This is an optimization exercise on Yosys and OpenROAD, whose aim is small area and a short achievable clock period, not a production implementation.
Function was checked by simulation only, so behaviour that the tests miss may differ from the original.
Power is estimated from default activity; no workload was simulated.

==> flow/design.v <==
`default_nettype none
package exec_pkg;
    localparam int DATA_W   = 32;
    localparam int REG_W    = 5;
    localparam int FUNCT_W  = 6;
    localparam int SHAMT_W  = 5;
    localparam int ALUOP_W  = 4;
    localparam int ALUCTL_W = 4;
    localparam int WB_W     = 2;
    localparam int MEM_W    = 3;
    localparam logic [ALUOP_W-1:0] ALUOP_RTYPE = 4'h0;    
    localparam logic [ALUOP_W-1:0] ALUOP_ADD   = 4'h1;
    localparam logic [ALUOP_W-1:0] ALUOP_SUB   = 4'h2;
    localparam logic [ALUOP_W-1:0] ALUOP_AND   = 4'h3;
    localparam logic [ALUOP_W-1:0] ALUOP_OR    = 4'h4;
    localparam logic [ALUOP_W-1:0] ALUOP_XOR   = 4'h5;
    localparam logic [ALUOP_W-1:0] ALUOP_SLT   = 4'h6;
    localparam logic [ALUOP_W-1:0] ALUOP_LUI   = 4'h7;
    localparam logic [ALUCTL_W-1:0] ALU_AND = 4'b0000;
    localparam logic [ALUCTL_W-1:0] ALU_OR  = 4'b0001;
    localparam logic [ALUCTL_W-1:0] ALU_ADD = 4'b0010;
    localparam logic [ALUCTL_W-1:0] ALU_XOR = 4'b0011;
    localparam logic [ALUCTL_W-1:0] ALU_SLL = 4'b0100;
    localparam logic [ALUCTL_W-1:0] ALU_SRL = 4'b0101;
    localparam logic [ALUCTL_W-1:0] ALU_SUB = 4'b0110;
    localparam logic [ALUCTL_W-1:0] ALU_SLT = 4'b0111;
    localparam logic [ALUCTL_W-1:0] ALU_SRA = 4'b1000;
    localparam logic [ALUCTL_W-1:0] ALU_LUI = 4'b1001;
    localparam logic [ALUCTL_W-1:0] ALU_NOR = 4'b1100;
    localparam logic [FUNCT_W-1:0] FN_SLL = 6'h00;
    localparam logic [FUNCT_W-1:0] FN_SRL = 6'h02;
    localparam logic [FUNCT_W-1:0] FN_SRA = 6'h03;
    localparam logic [FUNCT_W-1:0] FN_ADD = 6'h20;
    localparam logic [FUNCT_W-1:0] FN_SUB = 6'h22;
    localparam logic [FUNCT_W-1:0] FN_AND = 6'h24;
    localparam logic [FUNCT_W-1:0] FN_OR  = 6'h25;
    localparam logic [FUNCT_W-1:0] FN_XOR = 6'h26;
    localparam logic [FUNCT_W-1:0] FN_NOR = 6'h27;
    localparam logic [FUNCT_W-1:0] FN_SLT = 6'h2A;
    typedef struct packed {
        logic               alu_src;     
        logic [ALUOP_W-1:0] alu_op;
        logic               reg_dst;     
    } ex_ctrl_t;
    typedef struct packed {
        logic [15:0]        upper;       
        logic [REG_W-1:0]   rd;
        logic [SHAMT_W-1:0] shamt;
        logic [FUNCT_W-1:0] funct;
    } imm_rtype_t;
    typedef union packed {
        logic signed [DATA_W-1:0] word;
        imm_rtype_t               rtype;
    } imm_word_u;
endpackage
`default_nettype wire
`timescale 1ns/1ns
`default_nettype none
import exec_pkg::*;
module alu_control
(
    input  wire logic [ALUOP_W-1:0]  i_alu_op,
    input  wire logic [FUNCT_W-1:0]  i_funct,
    output logic      [ALUCTL_W-1:0] o_alu_ctl
);
    logic [ALUCTL_W-1:0] funct_ctl;
    always_comb begin
        case (i_funct)
            FN_ADD:  funct_ctl = ALU_ADD;
            FN_SUB:  funct_ctl = ALU_SUB;
            FN_AND:  funct_ctl = ALU_AND;
            FN_OR:   funct_ctl = ALU_OR;
            FN_XOR:  funct_ctl = ALU_XOR;
            FN_NOR:  funct_ctl = ALU_NOR;
            FN_SLT:  funct_ctl = ALU_SLT;
            FN_SLL:  funct_ctl = ALU_SLL;
            FN_SRL:  funct_ctl = ALU_SRL;
            FN_SRA:  funct_ctl = ALU_SRA;
            default: funct_ctl = ALU_ADD;    
        endcase
    end
    always_comb begin
        case (i_alu_op)
            ALUOP_RTYPE: o_alu_ctl = funct_ctl;
            ALUOP_ADD:   o_alu_ctl = ALU_ADD;    
            ALUOP_SUB:   o_alu_ctl = ALU_SUB;    
            ALUOP_AND:   o_alu_ctl = ALU_AND;
            ALUOP_OR:    o_alu_ctl = ALU_OR;
            ALUOP_XOR:   o_alu_ctl = ALU_XOR;
            ALUOP_SLT:   o_alu_ctl = ALU_SLT;
            ALUOP_LUI:   o_alu_ctl = ALU_LUI;
            default:     o_alu_ctl = ALU_ADD;
        endcase
    end
endmodule
`default_nettype wire
`timescale 1ns/1ns
`default_nettype none
import exec_pkg::*;
module alu
(
    input  wire logic [ALUCTL_W-1:0] i_alu_ctl,
    input  wire logic [DATA_W-1:0]   i_a,
    input  wire logic [DATA_W-1:0]   i_b,
    input  wire logic [SHAMT_W-1:0]  i_shamt,
    output logic      [DATA_W-1:0]   o_result,
    output logic                     o_zero
);
    logic slt_bit;
    assign slt_bit = $signed(i_a) < $signed(i_b);
    always_comb begin
        case (i_alu_ctl)
            ALU_AND: o_result = i_a & i_b;
            ALU_OR:  o_result = i_a | i_b;
            ALU_XOR: o_result = i_a ^ i_b;
            ALU_NOR: o_result = ~(i_a | i_b);
            ALU_ADD: o_result = i_a + i_b;
            ALU_SUB: o_result = i_a - i_b;
            ALU_SLT: o_result = {{(DATA_W-1){1'b0}}, slt_bit};
            ALU_SLL: o_result = i_b << i_shamt;
            ALU_SRL: o_result = i_b >> i_shamt;
            ALU_SRA: o_result = $unsigned($signed(i_b) >>> i_shamt);
            ALU_LUI: o_result = i_b << 16;    
            default: o_result = '0;
        endcase
    end
    assign o_zero = (o_result == '0);
endmodule
`default_nettype wire
`timescale 1ns/1ns
`default_nettype none
import exec_pkg::*;
module id_ex_reg
(
    input  wire logic              i_clk,
    input  wire logic              i_rst,
    input  wire logic              i_flush,
    input  wire logic [DATA_W-1:0] i_pc,
    input  wire logic [DATA_W-1:0] i_rs_data,
    input  wire logic [DATA_W-1:0] i_rt_data,
    input  wire logic [DATA_W-1:0] i_imm,        
    input  wire logic [REG_W-1:0]  i_rt,
    input  wire logic [REG_W-1:0]  i_rd,
    input  wire logic [WB_W-1:0]   i_wb_ctrl,
    input  wire logic [MEM_W-1:0]  i_mem_ctrl,
    input  wire logic [5:0]        i_ex_ctrl,    
    output logic [DATA_W-1:0]      o_pc,
    output logic [DATA_W-1:0]      o_rs_data,
    output logic [DATA_W-1:0]      o_rt_data,
    output logic [DATA_W-1:0]      o_imm,        
    output logic [REG_W-1:0]       o_rt,
    output logic [REG_W-1:0]       o_rd,
    output logic [WB_W-1:0]        o_wb_ctrl,
    output logic [MEM_W-1:0]       o_mem_ctrl,
    output logic [5:0]             o_ex_ctrl     
);
    always_ff @(posedge i_clk) begin
        if (!i_rst) begin
            o_pc       <= '0;
            o_rs_data  <= '0;
            o_rt_data  <= '0;
            o_imm      <= '0;
            o_rt       <= '0;
            o_rd       <= '0;
            o_wb_ctrl  <= '0;
            o_mem_ctrl <= '0;
            o_ex_ctrl  <= '0;
        end else begin
            o_pc      <= i_pc;
            o_rs_data <= i_rs_data;
            o_rt_data <= i_rt_data;
            o_imm     <= i_imm;
            o_rt      <= i_rt;
            o_rd      <= i_rd;
            if (i_flush) begin
                o_wb_ctrl  <= '0;
                o_mem_ctrl <= '0;
                o_ex_ctrl  <= '0;
            end else begin
                o_wb_ctrl  <= i_wb_ctrl;
                o_mem_ctrl <= i_mem_ctrl;
                o_ex_ctrl  <= i_ex_ctrl;
            end
        end
    end
endmodule
`default_nettype wire
`timescale 1ns/1ns
`default_nettype none
import exec_pkg::*;
module execute_stage
(
    input  wire logic              i_clk,
    input  wire logic              i_rst,
    input  wire logic [DATA_W-1:0] i_pc,
    input  wire logic [DATA_W-1:0] i_rs_data,
    input  wire logic [DATA_W-1:0] i_rt_data,
    input  wire logic [DATA_W-1:0] i_imm,        
    input  wire logic [REG_W-1:0]  i_rt,
    input  wire logic [REG_W-1:0]  i_rd,
    input  wire logic [WB_W-1:0]   i_wb_ctrl,
    input  wire logic [MEM_W-1:0]  i_mem_ctrl,
    input  wire logic [5:0]        i_ex_ctrl,    
    output logic [DATA_W-1:0]      o_alu_result,
    output logic                   o_alu_zero,
    output logic [DATA_W-1:0]      o_write_data,    
    output logic [REG_W-1:0]       o_write_reg,
    output logic [WB_W-1:0]        o_wb_ctrl,
    output logic [MEM_W-1:0]       o_mem_ctrl,
    output logic [DATA_W-1:0]      o_pc_branch
);
    exec_pkg::ex_ctrl_t  ex_ctrl;
    exec_pkg::imm_word_u imm;
    logic [DATA_W-1:0]   operand_b;
    logic [FUNCT_W-1:0]  funct;
    logic [SHAMT_W-1:0]  shamt;
    logic [ALUCTL_W-1:0] alu_ctl;
    logic [DATA_W-1:0]   branch_offset;
    logic [DATA_W-1:0]   pc_branch_q;
    assign ex_ctrl = i_ex_ctrl;
    assign imm     = i_imm;
    assign funct = imm.rtype.funct;
    assign shamt = imm.rtype.shamt;
    assign operand_b   = ex_ctrl.alu_src ? imm.word : i_rt_data;
    assign o_write_reg = ex_ctrl.reg_dst ? i_rd : i_rt;
    assign o_write_data = i_rt_data;    
    assign o_wb_ctrl    = i_wb_ctrl;
    assign o_mem_ctrl   = i_mem_ctrl;
    assign branch_offset = imm.word << 2;
    always_ff @(posedge i_clk) begin
        if (!i_rst) begin
            pc_branch_q <= '0;
        end else begin
            pc_branch_q <= i_pc + branch_offset;
        end
    end
    assign o_pc_branch = pc_branch_q;
    alu_control u_alu_control (
        .i_alu_op  (ex_ctrl.alu_op),
        .i_funct   (funct),
        .o_alu_ctl (alu_ctl)
    );
    alu u_alu (
        .i_alu_ctl (alu_ctl),
        .i_a       (i_rs_data),
        .i_b       (operand_b),
        .i_shamt   (shamt),
        .o_result  (o_alu_result),
        .o_zero    (o_alu_zero)
    );
endmodule
`default_nettype wire
`timescale 1ns/1ns
`default_nettype none
import exec_pkg::*;
module ex_mem_reg
(
    input  wire logic              i_clk,
    input  wire logic              i_rst,
    input  wire logic [DATA_W-1:0] i_alu_result,
    input  wire logic              i_alu_zero,
    input  wire logic [DATA_W-1:0] i_write_data,
    input  wire logic [REG_W-1:0]  i_write_reg,
    input  wire logic [WB_W-1:0]   i_wb_ctrl,
    input  wire logic [MEM_W-1:0]  i_mem_ctrl,
    output logic      [DATA_W-1:0] o_alu_result,
    output logic                   o_alu_zero,
    output logic      [DATA_W-1:0] o_write_data,
    output logic      [REG_W-1:0]  o_write_reg,
    output logic      [WB_W-1:0]   o_wb_ctrl,
    output logic      [MEM_W-1:0]  o_mem_ctrl
);
    always_ff @(posedge i_clk) begin
        if (!i_rst) begin
            o_alu_result <= '0;
            o_alu_zero   <= 1'b0;
            o_write_data <= '0;
            o_write_reg  <= '0;
            o_wb_ctrl    <= '0;    
            o_mem_ctrl   <= '0;    
        end else begin
            o_alu_result <= i_alu_result;
            o_alu_zero   <= i_alu_zero;
            o_write_data <= i_write_data;
            o_write_reg  <= i_write_reg;
            o_wb_ctrl    <= i_wb_ctrl;
            o_mem_ctrl   <= i_mem_ctrl;
        end
    end
endmodule
`default_nettype wire
`timescale 1ns/1ns
`default_nettype none
import exec_pkg::*;
module execute_top
(
    input  wire logic              i_clk,
    input  wire logic              i_rst,
    input  wire logic              i_flush,
    input  wire logic [DATA_W-1:0] i_pc,
    input  wire logic [DATA_W-1:0] i_rs_data,
    input  wire logic [DATA_W-1:0] i_rt_data,
    input  wire logic [DATA_W-1:0] i_imm,        
    input  wire logic [REG_W-1:0]  i_rt,
    input  wire logic [REG_W-1:0]  i_rd,
    input  wire logic [WB_W-1:0]   i_wb_ctrl,
    input  wire logic [MEM_W-1:0]  i_mem_ctrl,
    input  wire logic [5:0]        i_ex_ctrl,    
    output logic      [DATA_W-1:0] o_alu_result,
    output logic                   o_alu_zero,
    output logic      [DATA_W-1:0] o_write_data,
    output logic      [REG_W-1:0]  o_write_reg,
    output logic      [WB_W-1:0]   o_wb_ctrl,
    output logic      [MEM_W-1:0]  o_mem_ctrl,
    output logic      [DATA_W-1:0] o_pc_branch
);
    logic [DATA_W-1:0] idex_pc;
    logic [DATA_W-1:0] idex_rs_data;
    logic [DATA_W-1:0] idex_rt_data;
    logic [DATA_W-1:0] idex_imm;
    logic [REG_W-1:0]  idex_rt;
    logic [REG_W-1:0]  idex_rd;
    logic [WB_W-1:0]   idex_wb_ctrl;
    logic [MEM_W-1:0]  idex_mem_ctrl;
    logic [5:0]        idex_ex_ctrl;
    logic [DATA_W-1:0] exmem_alu_result;
    logic              exmem_alu_zero;
    logic [DATA_W-1:0] exmem_write_data;
    logic [REG_W-1:0]  exmem_write_reg;
    logic [WB_W-1:0]   exmem_wb_ctrl;
    logic [MEM_W-1:0]  exmem_mem_ctrl;
    id_ex_reg u_id_ex_reg (
        .i_clk      (i_clk),
        .i_rst      (i_rst),
        .i_flush    (i_flush),
        .i_pc       (i_pc),
        .i_rs_data  (i_rs_data),
        .i_rt_data  (i_rt_data),
        .i_imm      (i_imm),
        .i_rt       (i_rt),
        .i_rd       (i_rd),
        .i_wb_ctrl  (i_wb_ctrl),
        .i_mem_ctrl (i_mem_ctrl),
        .i_ex_ctrl  (i_ex_ctrl),
        .o_pc       (idex_pc),
        .o_rs_data  (idex_rs_data),
        .o_rt_data  (idex_rt_data),
        .o_imm      (idex_imm),
        .o_rt       (idex_rt),
        .o_rd       (idex_rd),
        .o_wb_ctrl  (idex_wb_ctrl),
        .o_mem_ctrl (idex_mem_ctrl),
        .o_ex_ctrl  (idex_ex_ctrl)
    );
    execute_stage u_execute_stage (
        .i_clk        (i_clk),
        .i_rst        (i_rst),
        .i_pc         (idex_pc),
        .i_rs_data    (idex_rs_data),
        .i_rt_data    (idex_rt_data),
        .i_imm        (idex_imm),
        .i_rt         (idex_rt),
        .i_rd         (idex_rd),
        .i_wb_ctrl    (idex_wb_ctrl),
        .i_mem_ctrl   (idex_mem_ctrl),
        .i_ex_ctrl    (idex_ex_ctrl),
        .o_alu_result (exmem_alu_result),
        .o_alu_zero   (exmem_alu_zero),
        .o_write_data (exmem_write_data),
        .o_write_reg  (exmem_write_reg),
        .o_wb_ctrl    (exmem_wb_ctrl),
        .o_mem_ctrl   (exmem_mem_ctrl),
        .o_pc_branch  (o_pc_branch)
    );
    ex_mem_reg u_ex_mem_reg (
        .i_clk        (i_clk),
        .i_rst        (i_rst),
        .i_alu_result (exmem_alu_result),
        .i_alu_zero   (exmem_alu_zero),
        .i_write_data (exmem_write_data),
        .i_write_reg  (exmem_write_reg),
        .i_wb_ctrl    (exmem_wb_ctrl),
        .i_mem_ctrl   (exmem_mem_ctrl),
        .o_alu_result (o_alu_result),
        .o_alu_zero   (o_alu_zero),
        .o_write_data (o_write_data),
        .o_write_reg  (o_write_reg),
        .o_wb_ctrl    (o_wb_ctrl),
        .o_mem_ctrl   (o_mem_ctrl)
    );
endmodule
`default_nettype wire
==> flow/run.sh <==
#!/bin/bash
# synth_recipe.tcl (not shown) runs the flow's synth.tcl, then flattens the netlist and writes it again
# the make line also repeats each setting of config.mk as NAME=value (left out here)
make -C /OpenROAD-flow-scripts/flow DESIGN_CONFIG=/design/flow/config.mk WORK_HOME=/design/flow/orfs CLKGATE_MAP_FILE= SYNTH_SCRIPT=/design/flow/synth_recipe.tcl finish
==> flow/config.mk <==
export PLATFORM = sky130hd
export DESIGN_NAME = execute_top
export DESIGN_NICKNAME = execute_top
export VERILOG_FILES = /design/flow/design.v
export SDC_FILE = /design/flow/constraint.sdc
export NUM_CORES = 4
export LEC_CHECK = 0
export CAP_MARGIN = 20
export CORE_MARGIN = 2
export CORE_UTILIZATION = 40
export SLEW_MARGIN = 20
==> flow/constraint.sdc <==
create_clock -name core_clock -period 6.0 [get_ports {i_clk}]
set_input_delay 1.2000 -clock core_clock [delete_from_list [all_inputs] [get_ports {i_clk}]]
set_output_delay 1.2000 -clock core_clock [all_outputs]
set_load 0.01 [all_outputs]
==> summary.txt <==
Status
  • Status: finished clean

Setup path
  • Crit path DAT: 5.76 ns
  • Setup crit start kind: register
  • R2r startpoint: u_id_ex_reg.o_ex_ctrl[5]$_SDFF_PP0_
  • R2R Path End: u_ex_mem_reg.o_alu_zero$_SDFF_PN0_
  • R2R Setup Slk: 0.76 ns
  • Critical path fanouts, max: 66
  • Setup CP Type: register to register
  • FF-to-FF path depth: 17
  • CP endpoint kind: register
  • Critical path required time: 6.52 ns

Power
  • Comb pwr share: 33.4%
  • Pwr dens: 222 nW/um^2
  • Power Internal: 3.63 mW
  • Pleak: 9.81 nW
  • Reg power frac: 34.8%
  • Switching share of power: 34.7%
  • NetSw: 1.93 mW
  • Clock power share: 31.8%
  • Worst VDD drop: 0.205 mV

Timing
  • Worst Tran Pin Value: 1.19 ns
  • Achievable Freq: 0.191 GHz
  • Tcrit/Tclk final: 87.3%
  • Min Tclk post-route: 5.24 ns
  • Post-Route Skew: 0.0264 ns
  • RSZ-0062 raised after global routing: false
  • Worst slew margin: 20.4%
  • Final Max Tran Viols: 0
  • Setup tns final: 0 ns
  • Final hold viol count: 0
  • # setup viols final: 0

Clocking
  • Clk slew on worst S/H paths: 0.06 ns
  • Clk buf depth: 3
  • Clock Latency Late Sink: 0.60 ns
  • Num CTS Buffers: 27
  • Post-cts resize count: 0
  • Post-CTS setup buffer count: 0
  • Clock root buffer: clkbuf_16
  • # hold bufs at CTS: 0
  • Htree depth: 1
  • CTS tree: yes
  • Clock Sinks: 256

Synth
  • Most common cell in the netlist: dfxtp_1
  • Primary FF master, synth: dfxtp_1
  • Syn Inst Count: 2,509
  • Post-synth EDFFs: 0
  • Area leader, netlist: dfxtp_1
  • Netlist cell types: 98
  • Post-Syn Nets: 2,789
  • Top-area cell type share of the netlist area: 24.7%
  • Top post-synthesis cells by area: dfxtp_1, mux4_2, ha_1
  • Sequential element share of the synthesized area: 24.7%
  • Synthesis-stage register bit count: 256
  • Mapped cell area: 20,700 sq um
  • Synthesized area per cell: 8.26 sq um
  • Synth cell count leaders: dfxtp_1, and2_1, nor2_1
  • Ys async rst share: 0%
  • Synth warn: 5

Floorplan
  • Core footprint: 51,300 sq um
  • Initial core utilization: 40.4%
  • Full die area: 53,600 sq um
  • Die Wd: 232 um
  • Ports: 259
  • Cell Rows: 83
  • DIE HEIGHT: 232 um

Final layout
  • Filler cell count: 5,058
  • Layout area overhead: 20.9%
  • Multi-input gate area: 14,400 sq um
  • Register area: 5140 sq um
  • Layout cell share with drive strength beyond 1: 10.8%
  • Non-Filler Instances: 3,406
  • Nets: 2,983

Global routing
  • Antenna violations before repair: 1
  • First-pass GRT wire length: 134 mm
  • Number of global-route vias before repair: 20,541
  • Largest net degree at the start of global routing: 121
  • Total track usage: 33.1%
  • Gr ovfl total: 0

Min path
  • Hold path endpoint: u_ex_mem_reg.o_wb_ctrl[1]$_SDFF_PN0_
  • WHS Path Cells: 1
  • Worst Hold Launch: u_id_ex_reg.o_wb_ctrl[1]$_SDFF_PP0_
  • Hold Path Class: register to register

Place
  • Dpl hpwl: 70.4 mm
  • Placed Cells: 3,354
  • Gpl congestion: 1.02
  • Port bufs: 258

Route
  • Post-DR vias/cell: 6.20
  • Initial DRC Count: 2,191
  • Post-DRT Antenna Nets: 0
  • Post-route DRC: 0
  • Average routed wire per standard cell: 26.7 um
  • Number of detailed-route iterations in the first pass: 6
  • Routed wire length: 90.8 mm
  • Via Count: 21,101

Job
  • Max-cap violations: 0
-- worst max path at each step --
| stage | to | startpoint |
|---|---|---|
| floorplan | u_ex_mem_reg.o_alu_zero$_SDFF_PN0_ | u_id_ex_reg.o_ex_ctrl[5]$_SDFF_PP0_ |
| global placement | u_ex_mem_reg.o_alu_zero$_SDFF_PN0_ | u_id_ex_reg.o_rt_data[9]$_SDFF_PN0_ |
| detailed placement | u_ex_mem_reg.o_alu_zero$_SDFF_PN0_ | u_id_ex_reg.o_ex_ctrl[5]$_SDFF_PP0_ |
| CTS | u_ex_mem_reg.o_alu_zero$_SDFF_PN0_ | u_id_ex_reg.o_ex_ctrl[5]$_SDFF_PP0_ |
| global route | u_ex_mem_reg.o_alu_zero$_SDFF_PN0_ | u_id_ex_reg.o_ex_ctrl[5]$_SDFF_PP0_ |
| finish | u_ex_mem_reg.o_alu_zero$_SDFF_PN0_ | u_id_ex_reg.o_ex_ctrl[5]$_SDFF_PP0_ |
-- logic make-up (layout without fill, tap and decap cells) --
kind of cell	Yosys count	in the layout	synth area share, %
AO/OA/AOI/OAI	647	647	21.6
XOR/XNOR	39	39	1.65
adder cells (fa/ha/maj)	128	128	7.84
buffers and inverters	294	509	5.94
flip-flops	256	256	24.7
multiplexers	225	225	15.8
other	0	2	0
AND/OR/NAND/NOR	920	920	22.4
-- placed cells by master, fill, tap and decap left out, types with 19 or more instances in the layout --
cell type,instances
mux2_2,30
o22ai_1,20
nor2b_1,21
clkdlybuf4s50_1,257
nor3_1,68
o21ai_0,110
a21o_1,22
dfxtp_1,250
o211ai_1,50
nand3_1,63
ha_1,125
nand2_1,188
a221oi_1,20
nand4_1,19
mux4_2,78
buf_4,81
mux2i_1,109
nor2_1,220
xnor2_1,28
clkbuf_16,28
and2_1,222
inv_1,107
nand2b_1,21
a21oi_1,141
a211oi_1,51
-- power groups by stage --
| stage | registers [mW] | clock network [mW] | logic [mW] |
|---|---|---|---|
| 5_1_grt | 1.95 | 1.89 | 1.97 |
| 3_3_place_gp | 1.97 | 0 | 1.81 |
| 6_report | 1.94 | 1.77 | 1.86 |
| 2_1_floorplan | 1.94 | 0 | 1.07 |
| 4_1_cts | 1.93 | 1.82 | 1.82 |
| 3_5_place_dp | 1.97 | 0 | 1.81 |
-- worst max-delay path, cell delays in order (launching register included) --
cell	delay, ns
dfxtp_4	0.70
buf_12	0.38
and2_1	0.30
a21oi_1	0.15
ha_1	0.51
and3_1	0.27
nand2_1	0.07
a21oi_1	0.26
nor2_1	0.06
o311ai_0	0.57
a221o_1	0.25
mux2i_1	0.07
a221oi_1	0.39
nand4_1	0.24
nor4_1	0.34
buf_4	0.18
nand4_1	0.14
nor4_2	0.26
-- per-stage QoR --
step,worst slack (ns),area (sq um),util (%),hold slack (ns),total power [mW]
floorplan,0.996,20700,-,0.412,3.00
global placement,0.888,24100,47.0,0.417,3.78
detailed placement,0.797,24100,47.0,0.425,3.78
CTS,0.801,25000,48.8,0.441,5.57
global route,0.209,25100,48.8,0.451,5.81
finish,0.762,25100,48.8,0.437,5.57
-- area by class of cell --
type | instances | share of cell area [%]
antenna | 2 | 0.0200
clock buffer | 38 | 3.27
clock inverter | 12 | 0.559
inverter | 117 | 1.75
multi-input combinational | 1959 | 57.5
sequential | 256 | 20.5
tap | 680 | 3.40
timing repair buffer | 342 | 13.0
-- layer usage --
layer	vias up	part of all wire, %	global-route usage (%)
li1	9574	-	-
met1	10233	42	44.3
met2	1085	44	51.8
met3	209	8.0	5.72
met4	0	5.4	15.3
met5	-	0	0

## static timing again, ports no longer ideal
Ports are ideal in the flow. The routed layout listed here was re-timed in OpenROAD. Step 1, drivers: a clkbuf_16 drives i_clk and a buf_2 each remaining input, both assumed. Step 2 times the ports against the registers' clock, not the clock port: input delays grow and output delays shrink by t, the midpoint of the rising clock arrivals with the driver on. Three values: ideal, step 1, step 2; two values: the first two.
t (ns): 0.651
slack for setup (ns): 0.762 / 0.762 / 0.762
worst hold slack (ns): 0.437 / 0.437 / 0.437
worst setup path at the end: register to register
cell pins on the clock port's net: 1
After both steps setup and hold are still met in this run. For this run, drivers alone change the setup slack by 0.000 ns; drivers and shift together by 0.000 ns.
